Context: an optimization exercise on an open-source flow, tuned for small area, a short achievable clock period and few clock cycles per item. The choices shown serve that exercise and are no tape-out recipe.
Where RTL was checked, it was by simulation tests only, not by an equivalence proof against the original.
Power figures rest on the tool's default switching activity, not on a simulated workload.

// longest_prefix_route_lookup
module longest_prefix_route_lookup
(
    input  logic               clk,
    input  logic               rst_n,
    input  logic               req_valid,
    output logic               req_ready,
    input  logic               req_func,
    input  logic [INDEX_W-1:0] req_entry_index,
    input  logic               req_entry_valid,
    input  logic [ADDR_W-1:0]  req_entry_prefix,
    input  logic [ADDR_W-1:0]  req_entry_mask,
    input  logic [ADDR_W-1:0]  req_lookup_addr,
    output logic               rsp_valid,
    input  logic               rsp_ready,
    output logic               rsp_hit,
    output logic [INDEX_W-1:0] rsp_best_index,
    output logic [LEN_W-1:0]   rsp_best_length
);
For scale: ~120 I/O pins, about 46000 sq um of cells after synthesis.
clock: 5.0 ns
lec_check: 0
abc_clock_period_in_ps: 2500
cap_margin: 20
core_margin: 2
core_utilization: 40
setup_slack_margin: 2.8
slew_margin: 20
tns_end_percent: 5
standard.sh (not shown) runs the stock make flow with config.mk's settings and CLKGATE_MAP_FILE= SYNTH_SCRIPT=/design/flow/synth_recipe.tcl, a recipe that flattens the netlist after the stock synthesis.
==> flow/flow/run.sh <==
#!/bin/bash
# The standard layout with a few changes:
#  - port buffers are buf_2 instead of the delay cell buffer_ports picks by default
#  - the resizer may swap a cell for one with another footprint
#  - clock tree: large sink clusters of clkbuf_16, no dummy loads
#  - after the standard synthesis, each mux2i_1 whose select net drives four
#    or more of them becomes an a22oi_1 fed by one shared inverter of that
#    net (same function, smaller); the rewrite is kept only if Yosys proves
#    the netlists equivalent. Registers are not touched.
set -uo pipefail
W=$PWD
VARS=(
  MATCH_CELL_FOOTPRINT=0
  "BUFFER_PORTS_ARGS=-buffer_cell sky130_fd_sc_hd__buf_2"
  "CTS_ARGS=-sink_clustering_enable -repair_clock_nets -buf_list sky130_fd_sc_hd__clkbuf_16 -sink_clustering_size 28 -sink_clustering_max_diameter 120 -dont_use_dummy_load"
)
bash standard.sh "${VARS[@]}" synth > synth.log 2>&1
R=$W/orfs/results/sky130hd/longest_prefix_route_lookup/base
LIB=$FLOW_HOME/platforms/sky130hd/lib/sky130_fd_sc_hd__tt_025C_1v80.lib
if [[ -f $R/1_2_yosys.v ]]; then
  cp $R/1_2_yosys.v $W/standard_1_2_yosys.v
  if python3 $W/flow/remap.py $W/standard_1_2_yosys.v $W/remap_1_2_yosys.v 4 > remap.log 2>&1; then
    sed -e "s#@LIB@#$LIB#" -e "s#@GOLD@#$W/standard_1_2_yosys.v#" -e "s#@GATE@#$W/remap_1_2_yosys.v#" \
      $W/flow/eq.ys.in > $W/eq.ys
    if yosys -q $W/eq.ys > eq.log 2>&1; then
      echo "equivalent: using the rewritten netlist" >> remap.log
      cp $W/remap_1_2_yosys.v $R/1_2_yosys.v
      rm -f $R/1_synth.odb $R/1_synth.sdc
    else
      echo "not proven equivalent: keeping the standard netlist" >> remap.log
    fi
  fi
fi
bash standard.sh "${VARS[@]}" finish > flow.log 2>&1
Other scripts of this flow, unchanged in this note and not shown: flow/flow/eq.ys.in, flow/flow/remap.py
Testbench counts at the start, summed over its fixed seeds: cycles 2,560, items 2,528.
Then changed:
--- a/flow/design.v
+++ b/flow/design.v
@@ -85,23 +85,24 @@
 endmodule
 import lprl_pkg::*;
 module lprl_dp
 (
     input  logic [ADDR_W-1:0]              addr,
     input  logic [ENTRIES-1:0][ADDR_W-1:0] c1,
     input  logic [ENTRIES-1:0][ADDR_W-1:0] c0,
-    output logic [ENTRIES-1:0]             match_hi,
-    output logic [ENTRIES-1:0]             match_lo
+    output logic [3:0][ENTRIES-1:0]        match_q
 );
     always_comb
     begin
-        for (int i = 0; i < ENTRIES; i++)
+        for (int q = 0; q < 4; q++)
         begin
-            match_hi[i] = (((c1[i][31:16] & ~addr[31:16]) | (c0[i][31:16] & addr[31:16])) == '0);
-            match_lo[i] = (((c1[i][15:0] & ~addr[15:0]) | (c0[i][15:0] & addr[15:0])) == '0);
+            for (int i = 0; i < ENTRIES; i++)
+            begin
+                match_q[q][i] = (((c1[i][8*q +: 8] & ~addr[8*q +: 8]) | (c0[i][8*q +: 8] & addr[8*q +: 8])) == '0);
+            end
         end
     end
 endmodule
 import lprl_pkg::*;
 module longest_prefix_route_lookup
 (
     input  logic               clk,
@@ -132,26 +133,25 @@
     logic               wr;
     logic [ENTRIES-1:0] wr_sel;
     logic [ADDR_W-1:0]  wr_c1;
     logic [ADDR_W-1:0]  wr_c0;
     logic [LEN_W-1:0]   wr_len;
     logic [LEN_W-1:0]   wr_key;
     logic               s1_v;
-    logic [ENTRIES-1:0] s1_hi;
-    logic [ENTRIES-1:0] s1_lo;
+    logic [3:0][ENTRIES-1:0] s1_q;
     logic [ENTRIES-1:0] s1_alive;
     logic               s2_v;
     logic [ENTRIES-1:0] s2_alive;
     logic [1:0]         s2_key;
     logic               s3_v;
     logic [ENTRIES-1:0] s3_alive;
     logic [3:0]         s3_key;
     logic               wa_v;
     logic [INDEX_W-1:0] wa_idx;
-    logic [3:0]         wa_key;
+    logic [LEN_W-1:0]   wa_key;
     logic               wb_v;
     logic [INDEX_W-1:0] wb_idx;
     logic [1:0]         wb_key;
     logic               out_v;
     logic               out_hit;
     logic [INDEX_W-1:0] out_idx;
     logic [LEN_W-1:0]   out_len;
@@ -179,19 +179,19 @@
     begin
         for (int i = 0; i < ENTRIES; i++)
         begin
             if (wr_sel[i])
             begin
                 c1_mem[i]  <= wr_c1[ADDR_W-1:1];
                 c0_mem[i]  <= wr_c0[ADDR_W-1:1];
-                k43_mem[i] <= wr_key[4:3];
             end
             if (adv && wa_v && (wa_idx == INDEX_W'(i)))
             begin
-                k21_mem[i] <= wa_key[3:2];
+                k43_mem[i] <= wa_key[4:3];
+                k21_mem[i] <= wa_key[2:1];
             end
             if (adv && wb_v && (wb_idx == INDEX_W'(i)))
             begin
                 k0f_mem[i] <= wb_key;
             end
         end
     end
@@ -210,34 +210,32 @@
                 begin
                     c1_b0[i] <= wr_c1[0];
                     c0_b0[i] <= wr_c0[0];
                 end
             end
         end
     end
-    logic [ENTRIES-1:0] match_hi;
-    logic [ENTRIES-1:0] match_lo;
+    logic [3:0][ENTRIES-1:0] match_q;
     logic [ENTRIES-1:0][ADDR_W-1:0] c1_all;
     logic [ENTRIES-1:0][ADDR_W-1:0] c0_all;
     always_comb
     begin
         for (int i = 0; i < ENTRIES; i++)
         begin
             c1_all[i] = {c1_mem[i], c1_b0[i]};
             c0_all[i] = {c0_mem[i], c0_b0[i]};
         end
     end
     lprl_dp u_dp (
         .addr     (req_lookup_addr),
         .c1       (c1_all),
         .c0       (c0_all),
-        .match_hi (match_hi),
-        .match_lo (match_lo)
+        .match_q  (match_q)
     );
-    assign s1_alive = s1_hi & s1_lo;
+    assign s1_alive = s1_q[3] & s1_q[2] & s1_q[1] & s1_q[0];
     logic [ENTRIES-1:0] k4, k3, k2, k1, k0, kf;
     logic [ENTRIES-1:0] alive2, alive3;
     logic [1:0]         best43, best21, best0f;
     always_comb
     begin
         for (int i = 0; i < ENTRIES; i++)
         begin
@@ -256,24 +254,24 @@
     logic [LEN_W-1:0]   enc_len;
     lprl_step1 u_st0f (.alive_in(s3_alive), .b1(k0), .b0(kf), .hit(enc_hit), .idx(enc_idx), .best(best0f));
     assign enc_len = best0f[0] ? LEN_W'(32) : {1'b0, s3_key, best0f[1]};
     always_ff @(posedge clk)
     begin
         if (adv)
         begin
-            s1_hi    <= (req_func == 1'b1) ? match_hi : '0;
-            s1_lo    <= match_lo;
+            s1_q[3]  <= (req_func == 1'b1) ? match_q[3] : '0;
+            s1_q[2:0] <= match_q[2:0];
             s2_alive <= alive2;
             s2_key   <= best43;
             s3_alive <= alive3;
             s3_key   <= {s2_key, best21};
             wa_idx   <= req_entry_index;
-            wa_key   <= {wr_key[2:0], wr_key[5]};
+            wa_key   <= wr_key;
             wb_idx   <= wa_idx;
-            wb_key   <= wa_key[1:0];
+            wb_key   <= {wa_key[0], wa_key[5]};
         end
     end
     always_ff @(posedge clk or negedge rst_n)
     begin
         if (!rst_n)
         begin
             s1_v <= 1'b0;
What happened: Wire length drops by a few percent. Count of clock-buffer cells in the layout increases by 1. Setup slack improved by 55 ps. Critical path depth grows by 2. Area after synthesis climbs slightly. Total power came out higher slightly. Via count rose slightly. Global-route usage is lower by 0.87 points. Combinational power drops by roughly a tenth. Final cell count went up slightly.
For the second run of this note, only the layout was checked, not whether the RTL still works.

-- static timing again, ports no longer ideal --
The flow's constraints put no driver on any port. The routed layouts listed below were extracted and timed again, unchanged, in two steps.
Step 1 (the two cells are an assumption about what drives the block):
set clk [get_ports {clk}]
set_driving_cell -lib_cell sky130_fd_sc_hd__clkbuf_16 $clk
set_driving_cell -lib_cell sky130_fd_sc_hd__buf_2 [delete_from_list [all_inputs] $clk]
Step 2 also shifts input and output timing later by t, the mid clock arrival at the registers, as if the neighbouring blocks saw the same clock.
a / b / c = ideal / step 1 / step 2; a / b = the first two.
run	t, ns	setup WS [ns]	worst hold slack (ns)	clock arrival spread, ns	worst slew at a driven data input, ns
the first run	0.714	2.512 / 2.536 / 1.823	0.411 / 0.411 / 0.411	0.055 / 0.055	0.11
the second run	0.730	2.567 / 2.567 / 1.921	0.331 / 0.294 / 0.428	0.106 / 0.106	0.18
After both steps setup and hold are still met in every run listed. The setup slack of the first run, which loses most, moves by +0.024 ns with the drivers and by -0.689 ns with both steps.
